What follows belongs to an exercise in optimizing a design on an open flow for small area, a short achievable clock period and few clock cycles per item; a production flow would make more cautious choices.
Only simulation tests tie the RTL to the original design; equivalence was not proved.
In every run shown here, the design's own scripts or RTL, not TritonCTS, make the clock network.
The clock port is modelled as an ideal driver, which makes a skipped or thinned clock tree look cheaper than it is; a real chip needs a root buffer or a tree.
Power and IR drop assume default switching activity.

[flow/flow/myfanout.tcl]
# Rebuilds the buffer tree of a high-fanout signal net: the buffers already on
# it are removed, its sinks are split recursively into clusters, and a tree of
# buffers is built bottom-up from the cluster centroids.

proc mft_is_buf {inst} {
  return [regexp {^sky130_fd_sc_hd__(buf|clkbuf)_[0-9]+$} [[$inst getMaster] getName]]
}

proc mft_out_net {inst} {
  foreach it [$inst getITerms] {
    if {[$it isOutputSignal]} { return [$it getNet] }
  }
  return ""
}

proc mft_in_iterm {inst} {
  foreach it [$inst getITerms] {
    if {[$it isInputSignal]} { return $it }
  }
  return ""
}

# Net at the root of the buffer tree that net belongs to
proc mft_root {net} {
  while {1} {
    set drv ""
    foreach it [$net getITerms] {
      if {[$it isOutputSignal]} { set drv [$it getInst] }
    }
    if {$drv eq "" || ![mft_is_buf $drv]} { return $net }
    set net [[mft_in_iterm $drv] getNet]
  }
}

proc mft_collect {net} {
  set sinks {}
  set bufs {}
  foreach it [$net getITerms] {
    if {[$it isOutputSignal]} { continue }
    set inst [$it getInst]
    if {[mft_is_buf $inst]} {
      lappend bufs $inst
      lassign [mft_collect [mft_out_net $inst]] s b
      set sinks [concat $sinks $s]
      set bufs [concat $bufs $b]
    } else {
      lappend sinks $it
    }
  }
  return [list $sinks $bufs]
}

proc mft_rebuild {net tag leafn upn topn} {
  set block [ord::get_db_block]
  set db [ord::get_db]
  set root [mft_root $net]
  lassign [mft_collect $root] sinks bufs
  foreach b $bufs {
    set on [mft_out_net $b]
    foreach it [$b getITerms] { if {[$it getNet] ne ""} { $it disconnect } }
    odb::dbInst_destroy $b
    if {$on ne "" && $on ne $root} { odb::dbNet_destroy $on }
  }
  set items {}
  foreach it $sinks {
    if {[$it getNet] ne ""} { $it disconnect }
    set bb [[$it getInst] getBBox]
    lappend items [list $it [expr {([$bb xMin] + [$bb xMax]) / 2}] [expr {([$bb yMin] + [$bb yMax]) / 2}]]
  }
  puts "myfanout: net [$root getName]: [llength $sinks] sinks, removed [llength $bufs] buffers"
  set level 0
  set groupn $leafn
  set nb 0
  while {[llength $items] > $topn} {
    set k [expr {([llength $items] + $groupn - 1) / $groupn}]
    set next {}
    set master [$db findMaster [expr {$level == 0 ? "sky130_fd_sc_hd__buf_4" : "sky130_fd_sc_hd__buf_8"}]]
    foreach grp [mycts_split $items $k ""] {
      lassign $grp path members
      lassign [mycts_centroid $members] x y
      set name "mft_${tag}_${level}_$path"
      set b [odb::dbInst_create $block $master $name]
      $b setLocation $x $y
      $b setPlacementStatus PLACED
      set n [odb::dbNet_create $block "${name}_net"]
      [$b findITerm X] connect $n
      foreach m $members { [lindex $m 0] connect $n }
      lappend next [list [$b findITerm A] $x $y]
      incr nb
    }
    set items $next
    set groupn $upn
    incr level
  }
  foreach m $items { [lindex $m 0] connect $root }
  puts "myfanout: inserted $nb buffers in $level levels"
}
[flow/design.v]
package lzss_pkg;
    localparam int WINDOW_SIZE = 256;
    localparam int MAX_MATCH   = 5;
    localparam int MIN_MATCH   = 2;
    localparam int NUM_LENGTHS = MAX_MATCH - MIN_MATCH + 1;
    localparam int COUNT_WIDTH = 12;
    localparam int NUM_SLOTS = MAX_MATCH;
    localparam int PART_LEVEL  = 5;
    localparam int PART_BLOCKS = WINDOW_SIZE >> PART_LEVEL;
    typedef struct packed {
        logic [NUM_LENGTHS-1:0]                                  hit;
        logic [NUM_LENGTHS-1:0][PART_BLOCKS-1:0]                 any;
        logic [NUM_LENGTHS-1:0][PART_BLOCKS-1:0][PART_LEVEL-1:0] idx;
    } match_part_t;
    typedef struct packed {
        logic       is_match;
        logic [7:0] field;
        logic [1:0] len_code;
    } codeword_t;
endpackage
`timescale 1ns/1ps
module lookahead_buffer (
    input  logic        clk,
    input  logic        reset,
    input  logic        in_valid,
    input  logic [7:0]  in_data,
    input  logic        in_last,
    output logic        in_ready,
    input  logic        pop,
    output logic        head_valid,
    output logic [7:0]  head_data,
    output logic        head_last
);
    logic [1:0] count;
    logic [1:0] count_next;
    logic       accept;
    logic [7:0] data1;
    logic       last1;
    assign accept     = in_valid && in_ready;
    assign count_next = count + 2'(accept) - 2'(pop);
    always_ff @(posedge clk or posedge reset) begin
        if (reset) begin
            count      <= 2'd0;
            head_valid <= 1'b0;
            in_ready   <= 1'b1;
        end else begin
            count      <= count_next;
            head_valid <= (count_next != 2'd0);
            in_ready   <= (count_next != 2'd2);
        end
    end
    always_ff @(posedge clk) begin
        if (count == 2'd0 || pop) begin
            if (count == 2'd2) begin
                head_data <= data1;
                head_last <= last1;
            end else begin
                head_data <= in_data;
                head_last <= in_last;
            end
        end
        if (accept && (count == 2'd2 || (count == 2'd1 && !pop))) begin
            data1 <= in_data;
            last1 <= in_last;
        end
    end
endmodule
`timescale 1ns/1ps
module history_window (
    input  logic                    clk,
    input  logic                    reset,
    input  logic                    adv,
    input  logic                    last_byte,
    input  logic [7:0]              new_byte,
    output logic [lzss_pkg::NUM_SLOTS-1:0][lzss_pkg::WINDOW_SIZE-1:0] slots,
    output logic [7:0]              lit_byte
);
    localparam int W  = lzss_pkg::WINDOW_SIZE;
    localparam int NS = lzss_pkg::NUM_SLOTS;
    logic [7:0]   hist [W];
    logic [7:0]   fill;
    logic         full;
    logic [W-1:0] older;
    logic [W-1:0] e_new;
    logic [15:0]  hi_gt, hi_eq, lo_gt;
    always_ff @(posedge clk) begin
        if (adv) begin
            hist[0] <= new_byte;
            for (int i = 1; i < W; i++) begin
                hist[i] <= hist[i-1];
            end
        end
    end
    always_ff @(posedge clk or posedge reset) begin
        if (reset) begin
            fill <= '0;
            full <= 1'b0;
        end else if (adv && last_byte) begin
            fill <= '0;
            full <= 1'b0;
        end else if (adv && !full) begin
            fill <= fill + 1'b1;
            if (fill == 8'd255) begin
                full <= 1'b1;
            end
        end
    end
    always_comb begin
        for (int v = 0; v < 16; v++) begin
            hi_gt[v] = (fill[7:4] > 4'(v));
            hi_eq[v] = (fill[7:4] == 4'(v));
            lo_gt[v] = (fill[3:0] > 4'(v));
        end
        for (int j = 0; j < W; j++) begin
            older[j] = full || hi_gt[j / 16] || (hi_eq[j / 16] && lo_gt[j % 16]);
        end
    end
    always_comb begin
        e_new[0] = 1'b0;
        for (int j = 1; j < W; j++) begin
            e_new[j] = (new_byte == hist[j]) && older[j];
        end
    end
    always_ff @(posedge clk) begin
        if (adv) begin
            slots[0] <= e_new;
            for (int k = 1; k < NS; k++) begin
                slots[k] <= slots[k-1];
            end
        end
    end
    assign lit_byte = hist[NS - 1];
endmodule
`timescale 1ns/1ps
module match_select (
    input  logic [lzss_pkg::NUM_SLOTS-1:0][lzss_pkg::WINDOW_SIZE-1:0] slots,
    output lzss_pkg::match_part_t    part
);
    localparam int W  = lzss_pkg::WINDOW_SIZE;
    localparam int NS = lzss_pkg::NUM_SLOTS;
    localparam int NL = lzss_pkg::NUM_LENGTHS;
    localparam int PL = lzss_pkg::PART_LEVEL;
    logic [W-1:0]          run [lzss_pkg::MAX_MATCH];
    logic [NL-1:0][W-1:0]  by_off;
    always_comb begin
        run[0] = slots[NS-1];
        for (int k = 1; k < lzss_pkg::MAX_MATCH; k++) begin
            run[k] = run[k-1] & slots[NS-1-k];
        end
    end
    always_comb begin
        for (int l = 0; l < NL; l++) begin
            by_off[l] = '0;
            for (int d = 0; d + l + 1 < W; d++) begin
                by_off[l][d] = run[l + 1][d + l + 1];
            end
        end
    end
    genvar g;
    generate
        for (g = 0; g < NL; g++) begin : g_pe
            lowest_set #(.LO(0), .HI(PL)) u_low (
                .any_i (by_off[g]),
                .idx_i ('0),
                .any_o (part.any[g]),
                .idx_o (part.idx[g])
            );
            assign part.hit[g] = |by_off[g];
        end
    endgenerate
endmodule
module lowest_set #(
    parameter int LO = 0,
    parameter int HI = 8
) (
    input  logic [(256>>LO)-1:0]               any_i,
    input  logic [(256>>LO)-1:0][LO > 0 ? LO-1 : 0:0] idx_i,
    output logic [(256>>HI)-1:0]               any_o,
    output logic [(256>>HI)-1:0][HI-1:0]       idx_o
);
    logic [255:0]      a [9];
    logic [255:0][7:0] x [9];
    always_comb begin
        for (int s = 0; s <= 8; s++) begin
            for (int i = 0; i < 256; i++) begin
                a[s][i] = 1'b0;
                x[s][i] = '0;
            end
        end
        for (int i = 0; i < (256 >> LO); i++) begin
            a[LO][i] = any_i[i];
            x[LO][i] = (LO > 0) ? 8'(idx_i[i]) : 8'd0;
        end
        for (int s = LO + 1; s <= HI; s++) begin
            for (int i = 0; i < (256 >> s); i++) begin
                a[s][i] = a[s-1][2*i] | a[s-1][2*i+1];
                x[s][i] = x[s-1][2*i];
                if (!a[s-1][2*i]) begin
                    x[s][i] = x[s-1][2*i+1];
                    x[s][i][s-1] = 1'b1;
                end
            end
        end
        for (int i = 0; i < (256 >> HI); i++) begin
            any_o[i] = a[HI][i];
            idx_o[i] = x[HI][i][HI-1:0];
        end
    end
endmodule
module match_finish (
    input  lzss_pkg::match_part_t    part,
    input  logic [7:0]               lit_byte,
    output lzss_pkg::codeword_t      cand,
    output logic [2:0]               cand_len
);
    localparam int NL = lzss_pkg::NUM_LENGTHS;
    localparam int PL = lzss_pkg::PART_LEVEL;
    logic [NL-1:0]        hit;
    logic [NL-1:0]        top_any;
    logic [NL-1:0][7:0]   off;
    assign hit = part.hit;
    genvar g;
    generate
        for (g = 0; g < NL; g++) begin : g_top
            lowest_set #(.LO(PL), .HI(8)) u_top (
                .any_i (part.any[g]),
                .idx_i (part.idx[g]),
                .any_o (top_any[g]),
                .idx_o (off[g])
            );
        end
    endgenerate
    always_comb begin
        cand.is_match = hit[0];
        cand.field    = hit[3] ? off[3] :
                        hit[2] ? off[2] :
                        hit[1] ? off[1] :
                        hit[0] ? off[0] : lit_byte;
        cand.len_code = hit[3] ? 2'd3 :
                        hit[2] ? 2'd2 :
                        hit[1] ? 2'd1 : 2'd0;
        cand_len      = hit[3] ? 3'd5 :
                        hit[2] ? 3'd4 :
                        hit[1] ? 3'd3 :
                        hit[0] ? 3'd2 : 3'd1;
    end
endmodule
`timescale 1ns/1ps
module encode_control (
    input  logic                                clk,
    input  logic                                reset,
    input  logic                                head_valid,
    input  logic                                head_last,
    output logic                                adv,
    output logic                                last_byte,
    input  lzss_pkg::match_part_t               part,
    input  logic [7:0]                          lit_byte,
    output logic                                out_valid,
    input  logic                                out_ready,
    output lzss_pkg::codeword_t                 out_codeword,
    output logic [lzss_pkg::COUNT_WIDTH-1:0]    enc_num,
    output logic                                finish
);
    localparam int NS = lzss_pkg::NUM_SLOTS;
    logic           seen_last;
    logic [2:0]     pad_cnt;
    logic           flushing;
    logic [NS-1:0]  slot_real;
    logic signed [3:0] uncov;
    logic signed [3:0] uncov_in;
    logic signed [3:0] uncov_next;
    logic              done_next;
    logic                   r_valid;
    lzss_pkg::match_part_t  r_part;
    logic [7:0]             r_lit;
    lzss_pkg::codeword_t    r_cw;
    logic [2:0]             r_len;
    logic [2:0]             skip;
    logic [2:0]             skip_next;
    logic                   skip_nz;
    logic                   push;
    logic                   room;
    logic [1:0]           ocount;
    logic [1:0]           ocount_next;
    lzss_pkg::codeword_t  o1;
    lzss_pkg::codeword_t  o2;
    logic                 pop;
    match_finish u_finish (
        .part     (r_part),
        .lit_byte (r_lit),
        .cand     (r_cw),
        .cand_len (r_len)
    );
    assign last_byte = head_valid && head_last;
    assign push = r_valid && !skip_nz;
    assign room = (ocount == 2'd0) || (ocount == 2'd1) || (ocount == 2'd2 && !push);
    assign adv  = (head_valid || flushing) && room;
    assign pop         = out_valid && out_ready;
    assign ocount_next = ocount + 2'(push) - 2'(pop);
    always_comb begin
        skip_next = skip;
        if (r_valid) begin
            if (skip_nz) begin
                skip_next = skip - 1'b1;
            end else begin
                skip_next = r_part.hit[3] ? 3'd4 :
                            r_part.hit[2] ? 3'd3 :
                            r_part.hit[1] ? 3'd2 :
                            r_part.hit[0] ? 3'd1 : 3'd0;
            end
        end
    end
    always_comb begin
        uncov_in   = uncov + 4'(adv && head_valid);
        uncov_next = uncov_in;
        done_next  = (uncov_in <= 4'sd0);
        if (push) begin
            uncov_next = uncov_in - 4'(r_len);
            done_next  = (uncov_in <= 4'sd1) ||
                         (uncov_in == 4'sd2 && r_part.hit[0]) ||
                         (uncov_in == 4'sd3 && r_part.hit[1]) ||
                         (uncov_in == 4'sd4 && r_part.hit[2]) ||
                         (uncov_in == 4'sd5 && r_part.hit[3]);
        end
    end
    always_ff @(posedge clk or posedge reset) begin
        if (reset) begin
            seen_last <= 1'b0;
            flushing  <= 1'b0;
            pad_cnt   <= '0;
            slot_real <= '0;
            uncov     <= '0;
            r_valid   <= 1'b0;
            skip      <= '0;
            skip_nz   <= 1'b0;
            ocount    <= '0;
            out_valid <= 1'b0;
            enc_num   <= '0;
            finish    <= 1'b0;
        end else begin
            r_valid <= adv && slot_real[NS-1];
            if (adv) begin
                slot_real <= {slot_real[NS-2:0], head_valid};
                if (head_valid && head_last) begin
                    seen_last <= 1'b1;
                    flushing  <= 1'b1;
                end
                if (flushing) begin
                    pad_cnt <= pad_cnt + 1'b1;
                    if (pad_cnt == 3'(NS - 1)) begin
                        flushing <= 1'b0;
                    end
                end
            end
            uncov     <= uncov_next;
            skip      <= skip_next;
            skip_nz   <= (skip_next != 3'd0);
            ocount    <= ocount_next;
            out_valid <= (ocount_next != 2'd0);
            if (pop) begin
                enc_num <= enc_num + 1'b1;
            end
            if (seen_last && done_next && ocount_next == 2'd0) begin
                finish <= 1'b1;
            end
        end
    end
    always_ff @(posedge clk) begin
        r_part <= part;
        r_lit  <= lit_byte;
        if (pop || ocount == 2'd0) begin
            out_codeword <= (ocount == 2'd0 || (ocount == 2'd1 && push)) ? r_cw : o1;
        end
        if ((pop && ocount == 2'd2 && push) || (!pop && ocount == 2'd1 && push)) begin
            o1 <= r_cw;
        end else if (pop && ocount == 2'd3) begin
            o1 <= o2;
        end
        if ((pop && ocount == 2'd3 && push) || (!pop && ocount == 2'd2 && push)) begin
            o2 <= r_cw;
        end
    end
endmodule
`timescale 1ns/1ps
module lzss_encoder (
    input  logic                                clk,
    input  logic                                reset,
    input  logic                                in_valid,
    input  logic [7:0]                          in_data,
    input  logic                                in_last,
    output logic                                in_ready,
    output logic                                out_valid,
    input  logic                                out_ready,
    output lzss_pkg::codeword_t                 out_codeword,
    output logic [lzss_pkg::COUNT_WIDTH-1:0]    enc_num,
    output logic                                finish
);
    logic                 head_valid;
    logic [7:0]           head_data;
    logic                 head_last;
    logic                 adv;
    logic                 last_byte;
    logic [lzss_pkg::NUM_SLOTS-1:0][lzss_pkg::WINDOW_SIZE-1:0] slots;
    logic [7:0]           lit_byte;
    lzss_pkg::match_part_t part;
    lookahead_buffer u_lookahead (
        .clk        (clk),
        .reset      (reset),
        .in_valid   (in_valid),
        .in_data    (in_data),
        .in_last    (in_last),
        .in_ready   (in_ready),
        .pop        (adv && head_valid),
        .head_valid (head_valid),
        .head_data  (head_data),
        .head_last  (head_last)
    );
    history_window u_history (
        .clk       (clk),
        .reset     (reset),
        .adv       (adv),
        .last_byte (last_byte),
        .new_byte  (head_data),
        .slots     (slots),
        .lit_byte  (lit_byte)
    );
    match_select u_select (
        .slots    (slots),
        .part     (part)
    );
    encode_control u_control (
        .clk          (clk),
        .reset        (reset),
        .head_valid   (head_valid),
        .head_last    (head_last),
        .adv          (adv),
        .last_byte    (last_byte),
        .part         (part),
        .lit_byte     (lit_byte),
        .out_valid    (out_valid),
        .out_ready    (out_ready),
        .out_codeword (out_codeword),
        .enc_num      (enc_num),
        .finish       (finish)
    );
endmodule
`timescale 1ns/1ps
module lzss_top (
    input  logic        clk,
    input  logic        reset,
    input  logic        in_valid,
    input  logic [7:0]  in_data,
    input  logic        in_last,
    output logic        in_ready,
    output logic        out_valid,
    input  logic        out_ready,
    output logic        out_is_match,
    output logic [7:0]  out_field,
    output logic [1:0]  out_len_code,
    output logic [11:0] enc_num,
    output logic        finish
);
    lzss_pkg::codeword_t  out_codeword;
    lzss_encoder u_enc (
        .clk          (clk),
        .reset        (reset),
        .in_valid     (in_valid),
        .in_data      (in_data),
        .in_last      (in_last),
        .in_ready     (in_ready),
        .out_valid    (out_valid),
        .out_ready    (out_ready),
        .out_codeword (out_codeword),
        .enc_num      (enc_num),
        .finish       (finish)
    );
    assign out_is_match = out_codeword.is_match;
    assign out_field    = out_codeword.field;
    assign out_len_code = out_codeword.len_code;
endmodule
[flow/standard.sh]
#!/bin/bash
# synth_recipe.tcl (not shown) runs the flow's synth.tcl, then flattens the netlist and writes it again
# the make line also repeats each setting of config.mk as NAME=value (left out here)
make -C /OpenROAD-flow-scripts/flow DESIGN_CONFIG=/design/flow/config.mk WORK_HOME=/design/flow/orfs CLKGATE_MAP_FILE= SYNTH_SCRIPT=/design/flow/synth_recipe.tcl "${@:-finish}"
[flow/flow/mycts.tcl]
# Clock tree built here in place of TritonCTS: the sinks are split recursively
# (alternating on the longer side, by count) into leaf clusters of at most
# MYCTS_LEAF sinks; each leaf cluster gets a clkbuf_16 at its centroid, each
# group of leaves at split depth MYCTS_MID a middle clkbuf_16, and each of
# the 4 groups at split depth 2 a root clkbuf_16 driven by the clock port.
# The buffer tree of the history's advance enable is rebuilt the same way.

proc mycts_centroid {items} {
  set sx 0; set sy 0
  foreach it $items { set sx [expr {$sx + [lindex $it 1]}]; set sy [expr {$sy + [lindex $it 2]}] }
  set n [llength $items]
  return [list [expr {$sx / $n}] [expr {$sy / $n}]]
}

# items: {name x y ...}; k: leaves wanted; returns list of {path items}
proc mycts_split {items k path} {
  if {$k <= 1} { return [list [list $path $items]] }
  set xs {}; set ys {}
  foreach it $items { lappend xs [lindex $it 1]; lappend ys [lindex $it 2] }
  set xs [lsort -integer $xs]; set ys [lsort -integer $ys]
  set ax [expr {([lindex $xs end] - [lindex $xs 0]) >= ([lindex $ys end] - [lindex $ys 0]) ? 1 : 2}]
  set items [lsort -integer -index $ax $items]
  set k1 [expr {$k / 2}]
  set k2 [expr {$k - $k1}]
  set n [llength $items]
  set n1 [expr {int(round(double($n) * $k1 / $k))}]
  set a [lrange $items 0 [expr {$n1 - 1}]]
  set b [lrange $items $n1 end]
  return [concat [mycts_split $a $k1 ${path}0] [mycts_split $b $k2 ${path}1]]
}

proc mycts_build {} {
  set block [ord::get_db_block]
  set db [ord::get_db]
  set master [$db findMaster sky130_fd_sc_hd__clkbuf_16]
  set leafmax [expr {[info exists ::env(MYCTS_LEAF)] ? $::env(MYCTS_LEAF) : 24}]
  set middepth [expr {[info exists ::env(MYCTS_MID)] ? $::env(MYCTS_MID) : 4}]
  set src [lindex [get_property [lindex [all_clocks] 0] sources] 0]
  set clknet [[$block findBTerm [get_name $src]] getNet]
  set sinks {}
  foreach it [$clknet getITerms] {
    set inst [$it getInst]
    set bb [$inst getBBox]
    lappend sinks [list $it [expr {([$bb xMin] + [$bb xMax]) / 2}] [expr {([$bb yMin] + [$bb yMax]) / 2}]]
  }
  set n [llength $sinks]
  set k [expr {($n + $leafmax - 1) / $leafmax}]
  # whole groups below the root and middle levels
  set p 1
  while {$p < $k} { set p [expr {$p * 2}] }
  set leaves [mycts_split $sinks $k ""]
  puts "mycts: $n sinks, [llength $leaves] leaf clusters"
  set nb 0
  array set kids {}
  foreach leaf $leaves {
    lassign $leaf path items
    lassign [mycts_centroid $items] x y
    set b [odb::dbInst_create $block $master "clkbuf_leaf_$path"]
    $b setLocation $x $y
    $b setPlacementStatus PLACED
    set net [odb::dbNet_create $block "clknet_leaf_$path"]
    $net setSigType CLOCK
    [$b findITerm X] connect $net
    foreach it $items {
      set iterm [lindex $it 0]
      $iterm disconnect
      $iterm connect $net
    }
    incr nb
    set up [string range $path 0 [expr {$middepth - 1}]]
    lappend kids(m$up) [list $b $x $y]
  }
  foreach key [lsort [array names kids m*]] {
    set up [string range $key 1 end]
    lassign [mycts_centroid $kids($key)] x y
    set b [odb::dbInst_create $block $master "clkbuf_mid_$up"]
    $b setLocation $x $y
    $b setPlacementStatus PLACED
    set net [odb::dbNet_create $block "clknet_mid_$up"]
    $net setSigType CLOCK
    [$b findITerm X] connect $net
    foreach c $kids($key) { [[lindex $c 0] findITerm A] connect $net }
    incr nb
    lappend kids(r[string range $up 0 1]) [list $b $x $y]
  }
  foreach key [lsort [array names kids r*]] {
    set up [string range $key 1 end]
    lassign [mycts_centroid $kids($key)] x y
    set b [odb::dbInst_create $block $master "clkbuf_root_$up"]
    $b setLocation $x $y
    $b setPlacementStatus PLACED
    set net [odb::dbNet_create $block "clknet_root_$up"]
    $net setSigType CLOCK
    [$b findITerm X] connect $net
    foreach c $kids($key) { [[lindex $c 0] findITerm A] connect $net }
    [$b findITerm A] connect $clknet
    incr nb
  }
  $clknet setSigType CLOCK
  puts "mycts: inserted $nb clock buffers"
  set_propagated_clock [all_clocks]
}

if {[info commands clock_tree_synthesis] ne ""} {
  rename clock_tree_synthesis mycts_tritoncts
}
source [file join [file dirname [info script]] myfanout.tcl]

proc clock_tree_synthesis {args} {
  mycts_build
  # The history's advance enable reaches every history and slot register
  set pin [lindex [get_pins -hierarchical {u_enc.u_history.hist*/DE}] 0]
  if {$pin ne ""} {
    set net [[ord::get_db_block] findNet [get_full_name [get_nets -of_objects $pin]]]
    mft_rebuild $net adv 24 8 4
  }
}
[flow/flow/run.sh]
#!/bin/bash
# The standard layout, except in the cts step: flow/mycts.tcl, sourced there
# through ORFS's PRE_CTS_TCL hook, stands in for the clock_tree_synthesis
# command. It builds a three-level clock tree of clkbuf_16 over recursive
# bisection clusters of the flip-flops, and rebuilds the buffer tree of the
# history's advance enable the same way (flow/myfanout.tcl). The rest of the
# cts step (legalisation, timing repair) and all other steps are unchanged.
set -o pipefail
export PRE_CTS_TCL="$PWD/flow/mycts.tcl"
export MYCTS_LEAF=20
export MYCTS_MID=4
bash standard.sh finish > standard.log 2>&1
[flow/constraint.sdc]
create_clock -name core_clock -period 7.0 [get_ports {clk}]
set_input_delay 1.4000 -clock core_clock [delete_from_list [all_inputs] [get_ports {clk}]]
set_output_delay 1.4000 -clock core_clock [all_outputs]
set_load 0.01 [all_outputs]
[flow/config.mk]
export PLATFORM = sky130hd
export DESIGN_NAME = lzss_top
export DESIGN_NICKNAME = lzss_top
export VERILOG_FILES = /design/flow/design.v
export SDC_FILE = /design/flow/constraint.sdc
export NUM_CORES = 8
export LEC_CHECK = 0
export CAP_MARGIN = 40
export CORE_MARGIN = 2
export CORE_UTILIZATION = 40
export SETUP_SLACK_MARGIN = 4.3
export SLEW_MARGIN = 20
==> run_results.csv, run 1 <==
group,metric,value,unit
grt,antenna_found_initial,19,
setup_path,r2r_slack,3990,ps
timing,tightest_slew,1030,ps
route,drt-pass1-iter-count,8,
logic_synthesis,synth-main-ff-cell,"edfxtp_1",
floorplanning,start_util,40.3,%
logic_synthesis,synth_cell_type_count,92,
logic_synthesis,synth.avg_cell_area,14.7,um^2
route,totalWireLength,404000,um
grt,grt_pass1_vias,86100,
setup_path,path_max_fanout,6,
setup_path,crit_path_end_kind,"flip-flop",
floorplanning,die-width,617,um
min_path,holdPathStages,0,
place,place.gp.congestion,0.943,
timing,fin_crit_sh,43.0,%
power,p_leak,51.8,nW
floorplanning,ios,39,
floorplanning,die_y,617,um
floorplanning,coreArea,373000,um^2
route,drt-wirelength-per-cell,26.1,um
route,ant_nets,0,
route,viasPerCell,5.73,
setup_path,cp-start-kind,"flip-flop",
flow_run,maxCapViolCount,0,
timing,setup_viol,0,
floorplanning,fp.dieArea,380000,um^2
setup_path,r2r_cells,8,
timing,skew,40.1,ps
final_layout,final_cell_mix,"edfxtp_1 (3374), xnor2_1 (1909), nand4_1 (629)",
floorplanning,rows,224,
route,route.detailed.drc,0,
logic_synthesis,async_reset_ff_share,1.33,%
outcome,status,"no timing/DRC/antenna violations",
power,power.total,80.8,mW
logic_synthesis,syn-instance-count,10200,
timing,fmax,332,MHz
setup_path,critPathArrivalTime,3540,ps
grt,grt.total_usage,20.4,%
route,drtIter0Drc,10600,
grt,grt_max_degree,83,
timing,rsz0062_at_grt,"yes",
final_layout,nNetsFinal,10500,
timing,layout_min_cycle_time,3010,ps
power,powerDensity,487,nW/um^2
setup_path,reg2reg_from,"u_enc.u_history.slots[1061]",
logic_synthesis,synth_edf_count,3374,
place,io_buffers,38,
timing,slew_headroom,31.5,%
final_layout,final_layout_size_suffix_gt1_share,8.53,%
timing,finalWorstSetupSlack,3990,ps
min_path,hold_class,"flip-flop to flip-flop",
final_layout,fillCellCount,32900,
logic_synthesis,netlist_area,150000,um^2
logic_synthesis,syn-num-nets,10200,
clock_tree,clk_pin_slew,80,ps
timing,finalHoldViolations,0,
final_layout,area_delta_synth_final,10.5,%
min_path,min_from,"u_enc.u_history.hist[0][6]",
setup_path,crit_type,"flip-flop to flip-flop",
place,dp_hpwl,267000,um
setup_path,cp.required,7540,ps
timing,tns,0,ps
clock_tree,clk_latency,670,ps
logic_synthesis,yosys_warnings,14,
final_layout,final_common_cell,"edfxtp_1",
clock_tree,hold_buffers,0,
grt,overflow,0,
grt,grt_pass1_wl,587000,um
setup_path,worstReg2RegEnd,"u_enc.u_control.r_part[195]",
logic_synthesis,synth_seq_cells,3622,
logic_synthesis,yosysSeqAreaShare,71.0,%
route,vias,88800,
power,irDropWorstVdd,0.000348,V
min_path,worst_hold_path.endpoint,"u_enc.u_history.hist[1][6]",
timing,finalMaxSlewViolations,0,
place,place_ws,3420,ps
layout make-up:
type | instances | area [um^2] | share of cell area [%]
plain buffers | 362 | 6910 | 4.17
repair buffers | 296 | 2920 | 1.76
diodes | 12 | 30.0 | 0.0181
multi-input cells | 6130 | 42900 | 25.9
well taps | 4972 | 6220 | 3.75
inverters | 91 | 357 | 0.215
flip-flops and latches | 3622 | 107000 | 64.2
power breakdown:
group | internal, mW | switching (mW)
Sequential | 33.8 | 5.07
Clock | 5.13 | 6.55
Combinational | 10.6 | 19.7
cell families (layout without fill, tap and decap cells):
| logic type | after synthesis | in the layout | share of synthesized area [%] |
|---|---|---|---|
| adder cells (fa/ha/maj) | 18 | 18 | 0.155 |
| XOR/XNOR | 2068 | 2068 | 12.1 |
| multiplexers | 99 | 99 | 0.685 |
| AO/OA/AOI/OAI | 1239 | 1239 | 5.30 |
| other | 0 | 12 | 0 |
| buffers and inverters | 433 | 749 | 1.09 |
| flip-flops | 3622 | 3622 | 71.0 |
| AND/OR/NAND/NOR | 2706 | 2706 | 9.72 |
routing by layer:
metal / global-route usage (%) / vias to the layer above / part of all wire (%) / wire length [um]
met3: 2.50 / 521 / 7.1 / 28700
met5: 0 / - / 0.0032 / 13
met1: 30.0 / 45600 / 45 / 180000
met2: 32.1 / 3456 / 45 / 183000
li1: - / 39100 / - / -
met4: 5.26 / 2 / 3.1 / 12500
critical path, cell delays in order (launching register included):
cell and delay [ps]:
edfxtp_1 450, and4_2 290, a2bb2oi_2 200, nand4_1 240
nor3b_2 320, buf_4 200, nand4_1 310, or4_1 500
or4_1 390
synth_stat cells, drive strengths merged (12+ instances only):
cell type  number  share of area (%)
and3          160               0.67
clkbuf        213               0.53
o31ai          16              0.080
or4            16              0.080
a32o           16               0.11
or2            20              0.083
a211oi         31               0.16
xor2          158               0.92
mux2           30               0.23
and2           23              0.096
nand2b         56               0.23
nand4         630                2.6
o211ai         57               0.29
o21bai         32               0.16
a21oi         464                1.5
nor2          231               0.58
a2111oi        15               0.10
edfxtp       3374                 68
nand2         616                1.5
mux2i          69               0.46
nor2b          44               0.18
a22o           17              0.099
a31oi          88               0.37
a21boi         16              0.080
a311oi         12              0.070
ha             17               0.14
and4          162               0.95
xnor2        1910                 11
a21o           13              0.065
nor4           54               0.24
nand3         348                1.2
a32oi          46               0.27
dfrtp          47               0.78
dfxtp         200                2.7
nor3          300                1.0
buf           129               0.33
inv            87               0.22
a22oi          81               0.41
a221oi         32               0.19
o21ai         184               0.61
or3            16              0.067
state kept, by name (all words and copies together), names as in the netlist, 11 cells and up:
register and count:
u_enc.u_control.enc_num 12, u_enc.u_control.o1 11, u_enc.u_control.o2 11, u_enc.u_control.out_codeword 11, u_enc.u_control.r_part 192, u_enc.u_history.hist 2048
u_enc.u_history.slots 1275
what timing repair did:
action                                  in CTS  in global routing
buffers inserted                            70                 43
pin swaps                                   27                 33
endpoints found under the setup margin    3560                 56
gates cloned                                 2                  1
gates resized for setup                    355                 97
through the flow:
| step | hold slack, ps | instances | instance area (um^2) | utilization, % |
|---|---|---|---|---|
| after detailed placement | 405 | 15000 | 158000 | 42.3 |
| after global routing | 430 | 15500 | 166000 | 44.5 |
| after CTS | 424 | 15400 | 165000 | 44.3 |
| final | 421 | 15500 | 166000 | 44.5 |
| after global placement | 400 | 15000 | 157000 | 42.2 |
| after floorplan | 385 | 10200 | 150000 | - |
worst max path at each step:
stage                                start                     endpoint
2_1_floorplan      u_enc.u_control.skip_nz   u_enc.u_history.hist[0][0]
3_3_place_gp          u_enc.u_history.full    u_enc.u_history.slots[40]
3_5_place_dp       u_enc.u_control.r_valid  u_enc.u_history.hist[73][3]
4_1_cts        u_enc.u_history.slots[1031]  u_enc.u_control.r_part[195]
5_1_grt        u_enc.u_history.slots[1099]  u_enc.u_control.r_part[195]
6_report       u_enc.u_history.slots[1061]  u_enc.u_control.r_part[195]
Testbench counts, summed over its fixed seeds: cycles 8,778, bytes 8,594.
==> run 2, diff against run 1 <==
--- a/flow/design.v
+++ b/flow/design.v
@@ -9,5 +9,4 @@
     localparam int PART_BLOCKS = WINDOW_SIZE >> PART_LEVEL;
     typedef struct packed {
-        logic [NUM_LENGTHS-1:0]                                  hit;
         logic [NUM_LENGTHS-1:0][PART_BLOCKS-1:0]                 any;
         logic [NUM_LENGTHS-1:0][PART_BLOCKS-1:0][PART_LEVEL-1:0] idx;
@@ -166,5 +165,4 @@
                 .idx_o (part.idx[g])
             );
-            assign part.hit[g] = |by_off[g];
         end
     endgenerate
@@ -219,5 +217,9 @@
     logic [NL-1:0]        top_any;
     logic [NL-1:0][7:0]   off;
-    assign hit = part.hit;
+    always_comb begin
+        for (int l = 0; l < NL; l++) begin
+            hit[l] = |part.any[l];
+        end
+    end
     genvar g;
     generate
@@ -281,4 +283,5 @@
     logic                   push;
     logic                   room;
+    logic [3:0]             r_hit;
     logic [1:0]           ocount;
     logic [1:0]           ocount_next;
@@ -293,4 +296,9 @@
     );
     assign last_byte = head_valid && head_last;
+    always_comb begin
+        for (int l = 0; l < 4; l++) begin
+            r_hit[l] = |r_part.any[l];
+        end
+    end
     assign push = r_valid && !skip_nz;
     assign room = (ocount == 2'd0) || (ocount == 2'd1) || (ocount == 2'd2 && !push);
@@ -304,8 +312,8 @@
                 skip_next = skip - 1'b1;
             end else begin
-                skip_next = r_part.hit[3] ? 3'd4 :
-                            r_part.hit[2] ? 3'd3 :
-                            r_part.hit[1] ? 3'd2 :
-                            r_part.hit[0] ? 3'd1 : 3'd0;
+                skip_next = r_hit[3] ? 3'd4 :
+                            r_hit[2] ? 3'd3 :
+                            r_hit[1] ? 3'd2 :
+                            r_hit[0] ? 3'd1 : 3'd0;
             end
         end
@@ -318,8 +326,8 @@
             uncov_next = uncov_in - 4'(r_len);
             done_next  = (uncov_in <= 4'sd1) ||
-                         (uncov_in == 4'sd2 && r_part.hit[0]) ||
-                         (uncov_in == 4'sd3 && r_part.hit[1]) ||
-                         (uncov_in == 4'sd4 && r_part.hit[2]) ||
-                         (uncov_in == 4'sd5 && r_part.hit[3]);
+                         (uncov_in == 4'sd2 && r_hit[0]) ||
+                         (uncov_in == 4'sd3 && r_hit[1]) ||
+                         (uncov_in == 4'sd4 && r_hit[2]) ||
+                         (uncov_in == 4'sd5 && r_hit[3]);
         end
     end
--- a/flow/config.mk
+++ b/flow/config.mk
@@ -8,5 +8,5 @@
 export CAP_MARGIN = 40
 export CORE_MARGIN = 2
-export CORE_UTILIZATION = 40
+export CORE_UTILIZATION = 55
 export SETUP_SLACK_MARGIN = 4.3
 export SLEW_MARGIN = 20
==> run_results.csv, run 2 <==
group,metric,value,unit
logic_synthesis,synth_area_leader_cell,"edfxtp_1",
final_layout,final_cells,14100,
logic_synthesis,netlist_area,151000,um^2
logic_synthesis,synth.most_common_cell,"edfxtp_1",
place,place_ws,3240,ps
route,route.detailed.drc,0,
logic_synthesis,synth_edf_count,3374,
final_layout,final_area,163000,um^2
grt,grt.total_usage,28.3,%
power,powerDensity,487,nW/um^2
route,met1_length,186000,um
logic_synthesis,synthMuxAreaShare,0.558,%
timing,fin_crit_sh,40.7,%
logic_synthesis,synth_commonest_cells,"edfxtp_1 (3374), xnor2_1 (1927), nand4_1 (638)",
timing,finalWorstSetupSlack,4150,ps
setup_path,crit_path_end_kind,"output port",
route,drtIter0Drc,10600,
logic_synthesis,synth_compound_area_share,5.82,%
power,power.total,79.5,mW
place,place_area,156000,um^2
setup_path,cp-start-kind,"flip-flop",
timing,layout_min_cycle_time,2850,ps
route,drt-pass1-iter-count,9,
setup_path,crit_type,"flip-flop to output port",
route,wl_met2,184000,um
route,vias,89000,
grt,grt_pass1_vias,85000,
logic_synthesis,synth_area_leaders,"edfxtp_1 (67%), xnor2_1 (11%), dfxtp_1 (2.7%)",
logic_synthesis,syn-num-nets,10200,
grt,grt_max_degree,83,
logic_synthesis,synth_seq_cells,3622,
logic_synthesis,yosys.area_share.simple,9.66,%
logic_synthesis,async_reset_ff_share,1.33,%
final_layout,regArea,107000,um^2
logic_synthesis,synth_top_family_by_area,"XOR/XNOR gates",
logic_synthesis,yosysSeqAreaShare,70.6,%
grt,overflow,0,
setup_path,crit_chain,"buf_6",
final_layout,final_common_cell,"edfxtp_1",
final_layout,final_cell_mix,"edfxtp_1 (3374), xnor2_1 (1927), nand4_1 (638)",
final_layout,multiInputGateArea,43000,um^2
setup_path,path_max_fanout,2,
clock_tree,clk_latency,680,ps
setup_path,cp.required,5600,ps
setup_path,slowest_stage,"dfstp_2",
timing,slew_headroom,31.6,%
min_path,hold_class,"flip-flop to flip-flop",
timing,tns,0,ps
final_layout,fillCellCount,20800,
place,place.gp.congestion,0.940,
timing,finalHoldViolations,0,
timing,finalMaxSlewViolations,0,
place,dpl.cell_count,13700,
logic_synthesis,synth_top_area_share,67.2,%
timing,setup_viol,0,
floorplanning,fp.dieArea,278000,um^2
route,totalWireLength,411000,um
setup_path,cpPeakStageDelay,640,ps
logic_synthesis,synth_cell_type_count,100,
grt,grt_pass1_wl,585000,um
floorplanning,die-width,528,um
logic_synthesis,synth.avg_cell_area,14.8,um^2
clock_tree,hold_buffers,0,
setup_path,critPathArrivalTime,1450,ps
logic_synthesis,synth-main-ff-cell,"edfxtp_1",
timing,fmax,351,MHz
floorplanning,coreArea,273000,um^2
route,top_layer,"met5",
final_layout,largest_reg_flops,2048,
clock_tree,clk_pin_slew,90,ps
floorplanning,die_y,528,um
route,ant_nets,0,
outcome,status,"no timing/DRC/antenna violations",
flow_run,maxCapViolCount,0,
timing,skew,58.2,ps
route,met3_length,29400,um
logic_synthesis,syn-instance-count,10200,
logic_synthesis,yosys.area_share.adder,0.154,%
setup_path,cpLargestDelayFamily,"flip-flops",
place,io_buffers,38,
final_layout,final_layout_size_suffix_gt1_share,7.46,%
power,irDropWorstVdd,0.000395,V
setup_path,cp_num_buf_inv,1,
logic_synthesis,synth_xor_area_share,12.0,%
timing,tightest_slew,1020,ps
final_layout,area_delta_synth_final,8.31,%
final_layout,top_regs,"u_enc.u_history.hist (2048), u_enc.u_history.slots (1275), u_enc.u_control.r_part (192)",
grt,antenna_found_initial,26,
route,viasPerCell,6.33,
power,p_leak,51.2,nW
place,dp_hpwl,269000,um
route,drt-wirelength-per-cell,29.3,um
timing,rsz0062_at_grt,"yes",
floorplanning,rows,192,
final_layout,regMostFlops,"u_enc.u_history.hist",
logic_synthesis,yosys_warnings,14,
final_layout,nNetsFinal,10500,
floorplanning,ios,39,
floorplanning,start_util,55.2,%
==> run 2: timing repair <==
action / in CTS / in global routing
endpoints found under the setup margin: 3540 / 77
pin swaps: 6 / 10
cloned: 1 / 8
buffers inserted: 31 / 16
gates resized for setup: 180 / 59
==> run 2: cell type report <==
type                       count  share of cell area, %
sequential                  3622                   65.2
multi-input combinational   6137                   26.3
buffer                       362                   3.93
tap                         3589                   2.75
timing repair buffer         235                   1.53
inverter                      98                  0.227
antenna                       13                 0.0199
==> run 2: kinds of logic (layout without fill, tap and decap cells) <==
| kind of cell | count (synthesis) | in the layout |
|---|---|---|
| buf+inv | 448 | 695 |
| compound gates | 1298 | 1298 |
| mux | 79 | 79 |
| other cells | 0 | 13 |
| xor+xnor | 2068 | 2068 |
| flops | 3622 | 3622 |
| simple gates | 2674 | 2674 |
| fa+ha+maj | 18 | 18 |
==> run 2: worst paths after layout <==
kind	start	endpoint	slack (ps)	depth (start not counted)
worst max-delay path	u_enc.u_lookahead.in_ready	in_ready	4150	1
worst min-delay path	u_enc.u_history.hist[0][5]	u_enc.u_history.hist[1][5]	420	0
worst max register to register	u_enc.u_history.slots[1170]	u_enc.u_control.r_part[101]	4300	7
worst min register to register	u_enc.u_history.hist[0][5]	u_enc.u_history.hist[1][5]	420	0
max in group asynchronous	reset	u_enc.u_history.fill[5]	5230	3
min in group asynchronous	reset	u_enc.u_control.enc_num[11]	1230	3
==> run 2: metal layers <==
layer	global-route usage [%]	vias up
li1	-	39300
met1	43.4	46000
met2	43.0	3282
met3	3.55	505
met4	7.31	6
met5	0	-
==> run 2: power breakdown <==
group	switching, mW	internal (mW)
logic	19.0	9.79
registers	5.31	33.8
clock network	6.52	5.13
total	30.8	48.7
==> run 2: metrics by stage <==
step                      util (%)  hold slack [ps]
after detailed placement      57.3              405
after global routing          59.8              431
after global placement        57.1              401
final                         59.8              420
after floorplan                  -              386
after CTS                     59.6              423
Testbench counts of run 2, summed over its fixed seeds: cycles 8,778, bytes 8,594.
==> run 3, diff against run 2 <==
--- a/flow/config.mk
+++ b/flow/config.mk
@@ -8,5 +8,6 @@
 export CAP_MARGIN = 40
 export CORE_MARGIN = 2
-export CORE_UTILIZATION = 55
+export CORE_UTILIZATION = 40
+export PLACE_DENSITY = 0.75
 export SETUP_SLACK_MARGIN = 4.3
 export SLEW_MARGIN = 20
==> run_results.csv, run 3 <==
group,metric,value,unit
timing,setup_viol,0,
logic_synthesis,netlist_area,151000,um^2
setup_path,cp_num_buf_inv,1,
grt,grt_max_degree,86,
grt,grt.total_usage,19.2,%
floorplanning,rows,225,
timing,finalMaxSlewViolations,0,
setup_path,cp.depth,1,
logic_synthesis,synth.avg_cell_area,14.8,um^2
route,vias,89800,
final_layout,nNetsFinal,10500,
route,drt-pass1-iter-count,8,
logic_synthesis,synth_xor_area_share,12.0,%
logic_synthesis,syn-instance-count,10200,
route,viasPerCell,5.82,
timing,fin_crit_sh,40.3,%
final_layout,final_common_cell,"edfxtp_1",
place,place.gp.congestion,0.949,
floorplanning,die-width,618,um
setup_path,cp-start-kind,"flip-flop",
logic_synthesis,synth_edf_count,3374,
setup_path,path_max_fanout,2,
final_layout,final_cell_mix,"edfxtp_1 (3374), xnor2_1 (1927), nand4_1 (638)",
logic_synthesis,yosysSeqAreaShare,70.6,%
setup_path,crit_chain,"buf_2",
logic_synthesis,synth-main-ff-cell,"edfxtp_1",
route,route.detailed.drc,0,
route,met1_length,164000,um
logic_synthesis,yosys.area_share.simple,9.66,%
route,top_layer,"met5",
clock_tree,clk_latency,650,ps
grt,overflow,0,
place,io_buffers,38,
floorplanning,ios,39,
logic_synthesis,synth_area_leader_cell,"edfxtp_1",
route,totalWireLength,386000,um
logic_synthesis,synth_compound_area_share,5.82,%
logic_synthesis,synth_top_area_share,67.2,%
logic_synthesis,yosys_warnings,14,
grt,grt_pass1_wl,560000,um
logic_synthesis,syn-num-nets,10200,
final_layout,largest_reg_flops,2048,
timing,rsz0062_at_grt,"yes",
logic_synthesis,async_reset_ff_share,1.33,%
floorplanning,coreArea,376000,um^2
setup_path,cpPeakStageDelay,560,ps
setup_path,cp.required,5600,ps
clock_tree,clk_pin_slew,90,ps
logic_synthesis,synthMuxAreaShare,0.558,%
power,p_leak,51.1,nW
timing,skew,38.0,ps
grt,grt_pass1_vias,84200,
logic_synthesis,synth_seq_cells,3622,
clock_tree,hold_buffers,0,
floorplanning,fp.dieArea,382000,um^2
route,met3_length,34700,um
place,place_area,158000,um^2
timing,slew_headroom,36.5,%
setup_path,cpLargestDelayFamily,"flip-flops",
floorplanning,die_y,618,um
timing,fmax,354,MHz
setup_path,crit_type,"flip-flop to output port",
setup_path,r2r_cells,6,
min_path,hold_class,"flip-flop to flip-flop",
power,powerDensity,475,nW/um^2
setup_path,slowest_stage,"edfxtp_1",
final_layout,final_cells,15400,
timing,layout_min_cycle_time,2820,ps
timing,finalHoldViolations,0,
logic_synthesis,synth.most_common_cell,"edfxtp_1",
setup_path,critPathArrivalTime,1420,ps
final_layout,final_util,43.9,%
outcome,status,"no timing/DRC/antenna violations",
final_layout,final_area,165000,um^2
place,dp_hpwl,256000,um
logic_synthesis,yosys.area_share.adder,0.154,%
final_layout,top_regs,"u_enc.u_history.hist (2048), u_enc.u_history.slots (1275), u_enc.u_control.r_part (192)",
timing,tightest_slew,952,ps
logic_synthesis,synth_cell_type_count,100,
final_layout,area_delta_synth_final,9.25,%
power,irDropWorstVdd,0.000507,V
place,dpl.cell_count,15100,
flow_run,maxCapViolCount,0,
final_layout,regMostFlops,"u_enc.u_history.hist",
grt,antenna_found_initial,24,
route,drt-wirelength-per-cell,25.0,um
route,wl_met2,175000,um
route,ant_nets,0,
logic_synthesis,synth_area_leaders,"edfxtp_1 (67%), xnor2_1 (11%), dfxtp_1 (2.7%)",
timing,tns,0,ps
route,drtIter0Drc,12500,
min_path,holdPathStages,0,
final_layout,final_layout_size_suffix_gt1_share,7.16,%
setup_path,crit_path_end_kind,"output port",
floorplanning,start_util,40.2,%
logic_synthesis,synth_commonest_cells,"edfxtp_1 (3374), xnor2_1 (1927), nand4_1 (638)",
logic_synthesis,synth_top_family_by_area,"XOR/XNOR gates",
==> run 3: cell counts after synthesis <==
No cell type changed its count.
==> run 3: area by class of cell <==
type	count	area, um^2
inverter	98	370
multi-input combinational	6137	43000
timing repair buffer	210	2210
tap	4994	6250
antenna	10	25.0
fill	32700	211000
buffer	362	6410
sequential	3622	107000
==> run 3: kinds of logic after synthesis <==
group,after synthesis
flops,3622
mux,79
xor+xnor,2068
simple gates,2674
buf+inv,448
compound gates,1298
fa+ha+maj,18
==> run 3: repair_timing <==
| item | CTS | global route |
|---|---|---|
| pin swaps | 3 | 8 |
| buffers inserted | 28 | 13 |
| endpoints found under the hold margin | 0 | 0 |
| gates resized for setup | 143 | 55 |
| cloned | 3 | 2 |
| endpoints found under the setup margin | 3436 | 82 |
==> run 3: power by group <==
group / total (mW) / switching [mW] / internal (mW)
combinational: 27.6 / 18.0 / 9.60
clock: 11.6 / 6.43 / 5.12
sequential: 39.2 / 5.43 / 33.8
total: 78.3 / 29.8 / 48.5
==> run 3: path summary, 6_finish.rpt <==
kind	from	endpoint	slack, ps
setup / recovery	u_enc.u_control.out_codeword[6]	out_field[4]	4180
hold / removal	u_enc.u_history.hist[0][0]	u_enc.u_history.hist[1][0]	420
setup reg to reg	u_enc.u_history.fill[3]	u_enc.u_history.slots[217]	4220
hold reg to reg	u_enc.u_history.hist[0][0]	u_enc.u_history.hist[1][0]	420
max in group asynchronous	reset	u_enc.u_history.fill[6]	5220
min in group asynchronous	reset	u_enc.u_control.enc_num[9]	1240
==> run 3: per-stage QoR <==
stage | power, mW | hold slack (ps) | setup WS (ps)
floorplan | 41.4 | 386 | -46400
global placement | 64.8 | 401 | 3050
detailed placement | 65.5 | 405 | 3400
CTS | 77.9 | 423 | 4150
global route | 81.7 | 422 | 4150
finish | 78.3 | 416 | 4180
==> run 3: worst reg2reg max path, stage by stage, from the launching register on <==
cell and delay, ps:
dfrtp_2 370, buf_4 430, nand2_1 470, a21boi_4 390
buf_6 490, a21oi_1 290, nor3_1 190
==> run 3: per-layer routing <==
| metal | vias to the layer above | GRT usage, % |
|---|---|---|
| met1 | 45600 | 28.0 |
| met2 | 4365 | 30.2 |
| met5 | - | 0 |
| met4 | 16 | 5.33 |
| li1 | 39300 | - |
| met3 | 557 | 2.64 |
==> run 4, diff against run 3 <==
--- a/flow/config.mk
+++ b/flow/config.mk
@@ -9,5 +9,4 @@
 export CORE_MARGIN = 2
 export CORE_UTILIZATION = 40
-export PLACE_DENSITY = 0.75
 export SETUP_SLACK_MARGIN = 4.3
 export SLEW_MARGIN = 20
==> run_results.csv, run 4 <==
group,metric,value,unit
outcome,status,"no timing/DRC/antenna violations",
logic_synthesis,synth.most_common_cell,"edfxtp_1",
logic_synthesis,synth_xor_area_share,12.0,%
grt,grt_pass1_vias,85700,
grt,overflow,0,
setup_path,cpPeakStageDelay,630,ps
logic_synthesis,synth.avg_cell_area,14.8,um^2
route,drt-pass1-iter-count,8,
final_layout,regMostFlops,"u_enc.u_history.hist",
logic_synthesis,yosysSeqAreaShare,70.6,%
clock_tree,clk_pin_slew,90,ps
logic_synthesis,netlist_area,151000,um^2
final_layout,top_regs,"u_enc.u_history.hist (2048), u_enc.u_history.slots (1275), u_enc.u_control.r_part (192)",
place,dp_hpwl,264000,um
timing,whs,425,ps
grt,busiest_layer,"met2",
timing,rsz0062_at_grt,"yes",
timing,fin_crit_sh,40.1,%
grt,grt.met2_usage,31.7,%
logic_synthesis,synth_edf_count,3374,
logic_synthesis,synth_commonest_cells,"edfxtp_1 (3374), xnor2_1 (1927), nand4_1 (638)",
power,powerDensity,479,nW/um^2
grt,grt.total_usage,20.1,%
logic_synthesis,synth_seq_cells,3622,
setup_path,slowest_stage,"dfstp_2",
timing,fmax,356,MHz
power,p_leak,51.0,nW
floorplanning,start_util,40.2,%
place,place.gp.congestion,0.956,
logic_synthesis,synth_top_family_by_area,"XOR/XNOR gates",
logic_synthesis,syn-instance-count,10200,
min_path,hold_class,"flip-flop to flip-flop",
final_layout,final_util,43.8,%
floorplanning,die_y,618,um
final_layout,final_layout_size_suffix_gt1_share,7.05,%
final_layout,final_common_cell,"edfxtp_1",
power,power.total,78.8,mW
final_layout,nNetsFinal,10500,
route,viasPerCell,5.72,
logic_synthesis,syn-num-nets,10200,
setup_path,cp-start-kind,"flip-flop",
grt,grt_max_degree,93,
setup_path,cpLargestDelayFamily,"flip-flops",
clock_tree,clk_latency,660,ps
route,ant_nets,0,
floorplanning,die-width,618,um
final_layout,largest_reg_flops,2048,
setup_path,cp_num_buf_inv,1,
timing,finalHoldViolations,0,
logic_synthesis,synth_area_leaders,"edfxtp_1 (67%), xnor2_1 (11%), dfxtp_1 (2.7%)",
route,drtIter0Drc,9971,
grt,met3_usage,2.38,%
logic_synthesis,synth_area_leader_cell,"edfxtp_1",
setup_path,cp.required,5600,ps
route,totalWireLength,402000,um
timing,layout_min_cycle_time,2810,ps
logic_synthesis,synth_top_area_share,67.2,%
logic_synthesis,async_reset_ff_share,1.33,%
route,vias,88300,
floorplanning,ios,39,
final_layout,final_cell_mix,"edfxtp_1 (3374), xnor2_1 (1926), nand4_1 (638)",
route,route.detailed.drc,0,
setup_path,crit_path_end_kind,"output port",
setup_path,path_max_fanout,2,
timing,tightest_slew,1190,ps
logic_synthesis,synthMuxAreaShare,0.558,%
place,io_buffers,38,
floorplanning,fp.dieArea,382000,um^2
final_layout,area_delta_synth_final,9.13,%
logic_synthesis,yosys.area_share.adder,0.154,%
timing,finalMaxSlewViolations,0,
floorplanning,rows,225,
grt,antenna_found_initial,20,
grt,use_met1,29.7,%
grt,grt_pass1_wl,582000,um
route,drt-wirelength-per-cell,26.1,um
timing,tns,0,ps
logic_synthesis,yosys.area_share.simple,9.66,%
clock_tree,hold_buffers,0,
logic_synthesis,yosys_warnings,14,
logic_synthesis,synth_cell_type_count,100,
setup_path,critPathArrivalTime,1410,ps
logic_synthesis,synth_compound_area_share,5.82,%
setup_path,crit_type,"flip-flop to output port",
logic_synthesis,synth-main-ff-cell,"edfxtp_1",
timing,slew_headroom,20.6,%
setup_path,crit_chain,"buf_6",
flow_run,maxCapViolCount,0,
floorplanning,coreArea,376000,um^2
timing,skew,38.4,ps
timing,setup_viol,0,
power,irDropWorstVdd,0.000312,V
final_layout,fillCellCount,33400,
run 4: kinds of logic (layout without fill, tap and decap cells):
kind of cell,count (synthesis),count (layout)
XOR/XNOR,2068,2068
AND/OR/NAND/NOR,2674,2674
buffers and inverters,448,666
flip-flops,3622,3622
multiplexers,79,79
other,0,2
adder cells (fa/ha/maj),18,18
AO/OA/AOI/OAI,1298,1298
run 4: cell type report:
class | instances | area, um^2 | share of cell area, %
diodes | 2 | 5.00 | 0.00304
plain buffers | 362 | 6410 | 3.90
inverters | 98 | 370 | 0.225
multi-input cells | 6137 | 42900 | 26.1
flip-flops and latches | 3622 | 107000 | 64.7
well taps | 4994 | 6250 | 3.80
repair buffers | 206 | 2100 | 1.28
run 4: timing repair:
item / 4_1_cts / 5_1_grt
setup buffers: 21 / 13
gates resized for setup: 144 / 47
cloned: 1 / 3
pin swaps: 3 / 1
endpoints found under the setup margin: 3509 / 94
run 4: per-layer routing:
layer	wire length, um	up-vias
li1	-	39200
met4	12300	8
met3	25600	515
met2	182000	3027
met5	51	-
met1	182000	45500
run 4: final timing paths:
path                                          endpoint  cells past startpoint                  startpoint  slack, ps
setup / recovery                              in_ready                      1  u_enc.u_lookahead.in_ready       4190
hold reg to reg             u_enc.u_history.slots[661]                      0  u_enc.u_history.slots[405]        420
hold / removal              u_enc.u_history.slots[661]                      0  u_enc.u_history.slots[405]        420
setup reg to reg            u_enc.u_history.slots[243]                      6     u_enc.u_history.fill[3]       4250
min in group asynchronous  u_enc.u_control.enc_num[10]                      3                       reset       1240
max in group asynchronous      u_enc.u_history.fill[3]                      3                       reset       5180
run 4: through the flow:
| step | instances | area, um^2 | setup WS, ps |
|---|---|---|---|
| 3_5_place_dp | 15100 | 158000 | 3190 |
| 5_1_grt | 15400 | 165000 | 4160 |
| 3_3_place_gp | 15000 | 158000 | 3030 |
| 2_1_floorplan | 10200 | 151000 | -46400 |
| 6_report | 15400 | 165000 | 4190 |
| 4_1_cts | 15400 | 164000 | 4100 |
run 4: where the power goes:
part	internal, mW	switching (mW)	leakage [nW]
Sequential	33.7	5.20	32.2
Clock	5.13	6.55	2.49
Combinational	9.58	18.6	16.3
Total	48.5	30.4	51.0
==> run 5, diff against run 4 <==
--- a/flow/config.mk
+++ b/flow/config.mk
@@ -9,4 +9,4 @@
 export CORE_MARGIN = 2
 export CORE_UTILIZATION = 40
-export SETUP_SLACK_MARGIN = 4.3
+export SETUP_SLACK_MARGIN = 4.5
 export SLEW_MARGIN = 20
==> run_results.csv, run 5 <==
group,metric,value,unit
final_layout,final_util,44.3,%
timing,slew_headroom,38.6,%
route,vias,88800,
grt,grt.met2_usage,32.2,%
timing,tns,0,ps
clock_tree,clk_latency,670,ps
setup_path,crit_chain,"buf_2",
setup_path,path_max_fanout,1,
timing,finalMaxSlewViolations,0,
setup_path,cp_num_buf_inv,1,
timing,setup_viol,0,
route,totalWireLength,411000,um
grt,use_met1,30.0,%
final_layout,final_common_cell,"edfxtp_1",
timing,finalHoldViolations,0,
setup_path,cpLargestDelayFamily,"flip-flops",
setup_path,crit_path_end_kind,"output port",
logic_synthesis,synth.avg_cell_area,14.8,um^2
logic_synthesis,synth_area_leader_cell,"edfxtp_1",
logic_synthesis,netlist_area,151000,um^2
grt,grt.total_usage,20.5,%
place,place_area,158000,um^2
clock_tree,hold_buffers,0,
setup_path,cpPeakStageDelay,540,ps
logic_synthesis,synth_seq_cells,3622,
setup_path,cp-start-kind,"flip-flop",
min_path,hold_class,"flip-flop to flip-flop",
power,p_leak,51.8,nW
route,drt-wirelength-per-cell,26.5,um
final_layout,final_cell_mix,"edfxtp_1 (3374), xnor2_1 (1925), nand4_1 (638)",
logic_synthesis,synth_area_leaders,"edfxtp_1 (67%), xnor2_1 (11%), dfxtp_1 (2.7%)",
power,internal_power,49.1,mW
logic_synthesis,yosysSeqAreaShare,70.6,%
power,power.total,80.1,mW
route,ant_nets,0,
power,irDropWorstVdd,0.000308,V
outcome,status,"no timing/DRC/antenna violations",
grt,grt_pass1_vias,86200,
clock_tree,clk_pin_slew,90,ps
logic_synthesis,synth_edf_count,3374,
place,dpl.cell_count,15100,
floorplanning,ios,39,
timing,skew,41.9,ps
route,drtIter0Drc,10100,
timing,whs,417,ps
route,route.detailed.drc,0,
final_layout,final_area,166000,um^2
logic_synthesis,synth_cell_type_count,100,
floorplanning,fp.dieArea,382000,um^2
route,drt-pass1-iter-count,6,
logic_synthesis,synth-main-ff-cell,"edfxtp_1",
power,seq_power_share,48.6,%
setup_path,critPathArrivalTime,1410,ps
floorplanning,rows,225,
final_layout,regMostFlops,"u_enc.u_history.hist",
final_layout,area_delta_synth_final,10.2,%
grt,met3_usage,2.50,%
power,powerDensity,482,nW/um^2
place,dp_hpwl,264000,um
timing,tightest_slew,916,ps
final_layout,final_layout_size_suffix_gt1_share,8.39,%
final_layout,nNetsFinal,10500,
setup_path,slowest_stage,"edfxtp_1",
place,place.gp.congestion,0.956,
route,viasPerCell,5.74,
place,io_buffers,38,
floorplanning,coreArea,376000,um^2
logic_synthesis,async_reset_ff_share,1.33,%
timing,fmax,356,MHz
grt,antenna_found_initial,25,
floorplanning,die-width,618,um
logic_synthesis,syn-instance-count,10200,
floorplanning,start_util,40.2,%
grt,overflow,0,
setup_path,cp.required,5600,ps
grt,grt_max_degree,87,
timing,layout_min_cycle_time,2810,ps
timing,fin_crit_sh,40.1,%
place,place_ws,3190,ps
logic_synthesis,synth.most_common_cell,"edfxtp_1",
setup_path,crit_type,"flip-flop to output port",
floorplanning,die_y,618,um
logic_synthesis,yosys_warnings,14,
power,switchingPower,31.0,mW
logic_synthesis,synth_top_area_share,67.2,%
final_layout,largest_reg_flops,2048,
logic_synthesis,syn-num-nets,10200,
timing,rsz0062_at_grt,"yes",
grt,grt_pass1_wl,591000,um
power,p_sw_share,38.7,%
final_layout,final_cells,15500,
timing,finalWorstSetupSlack,4190,ps
flow_run,maxCapViolCount,0,
final_layout,top_regs,"u_enc.u_history.hist (2048), u_enc.u_history.slots (1275), u_enc.u_control.r_part (192)",
power,clkPwrFrac,14.6,%
power,comb_power_share,36.8,%
grt,busiest_layer,"met2",
logic_synthesis,synth_commonest_cells,"edfxtp_1 (3374), xnor2_1 (1927), nand4_1 (638)",
-- run 5: metal layers --
metal,up-vias,share of wire [%]
li1,39300,-
met1,45800,45
met2,3184,45
met3,530,6.6
met4,8,3.3
met5,-,0.014
-- run 5: power groups by stage --
stage	clock, mW	combinational [mW]	sequential, mW
2_1_floorplan	0	11.1	30.4
3_3_place_gp	0	26.4	39.2
3_5_place_dp	0	26.9	39.3
4_1_cts	11.9	28.7	38.8
5_1_grt	12.6	31.5	39.6
6_report	11.7	29.5	38.9
-- run 5: kinds of logic (layout without fill, tap and decap cells) --
kind of cell	after synthesis	count (layout)	share of synthesized area (%)
AOI/OAI and AO/OA	1298	1298	5.82
buffers and inverters	448	731	1.16
adders and majority gates	18	18	0.154
muxes	79	79	0.558
xor gates and xnor gates	2068	2068	12.0
other	0	4	0
and+or+nand+nor	2674	2674	9.66
DFF	3622	3622	70.6
-- run 5: area by class of cell --
type                    instances  area, um^2
inverters                      98         370
flip-flops and latches       3622      107000
plain buffers                 362        6750
diodes                          4        10.0
fillers                     33200      209000
multi-input cells            6137       43400
repair buffers                271        2940
well taps                    4994        6250
-- run 5: repair_timing --
item	CTS	global route
buffers inserted	40	53
gates cloned	8	4
pin swaps	11	24
endpoints found under the hold margin	0	0
resized for setup	271	169
setup endpoints to repair	3685	1502
-- run 5: path summary, 6_finish.rpt --
path | from | to | slack [ps] | cells past startpoint
worst min register to register | u_enc.u_history.slots[405] | u_enc.u_history.slots[661] | 420 | 0
worst max register to register | u_enc.u_control.r_part[181] | u_enc.u_control.uncov[3] | 4380 | 10
worst max-delay path | u_enc.u_control.out_codeword[8] | out_field[6] | 4190 | 1
worst min-delay path | u_enc.u_history.slots[405] | u_enc.u_history.slots[661] | 420 | 0
max in group asynchronous | reset | u_enc.u_history.fill[3] | 5180 | 3
min in group asynchronous | reset | u_enc.u_control.enc_num[10] | 1240 | 3

==> re-timing with driven ports <==
In the flow no input, the clock included, has a driving cell. The finished layouts below were timed again as built, in two steps. Step 1 (the two cells are an assumption about what drives the block):
set clk [get_ports {clk}]
set_driving_cell -lib_cell sky130_fd_sc_hd__clkbuf_16 $clk
set_driving_cell -lib_cell sky130_fd_sc_hd__buf_2 [delete_from_list [all_inputs] $clk]
Step 2 moves the port delays by t, midway between the first and last clock arrival at a register: inputs arrive t later, outputs are due t later. That takes back most of the time a late clock gives input paths. Slacks: no drivers / after step 1 / after step 2; pairs: no drivers / after step 1.
run	t, ns	setup slack, ns	hold WS [ns]	clock arrival spread, ns	pins driven straight from the clock port
run 1	0.861	3.992 / 3.992 / 3.681	0.421 / 0.421 / 0.421	0.043 / 0.043	4
run 2	0.878	4.149 / 3.921 / 3.689	0.420 / 0.420 / 0.420	0.059 / 0.058	4
run 3	0.843	4.178 / 3.969 / 3.709	0.416 / 0.416 / 0.416	0.040 / 0.039	4
run 4	0.859	4.191 / 3.975 / 3.636	0.425 / 0.425 / 0.425	0.044 / 0.043	4
run 5	0.867	4.194 / 3.973 / 3.925	0.417 / 0.417 / 0.417	0.046 / 0.045	4
After both steps setup and hold are still met in every run listed. For run 4, which loses most, drivers alone change the setup slack by -0.216 ns; drivers and shift together by -0.555 ns.
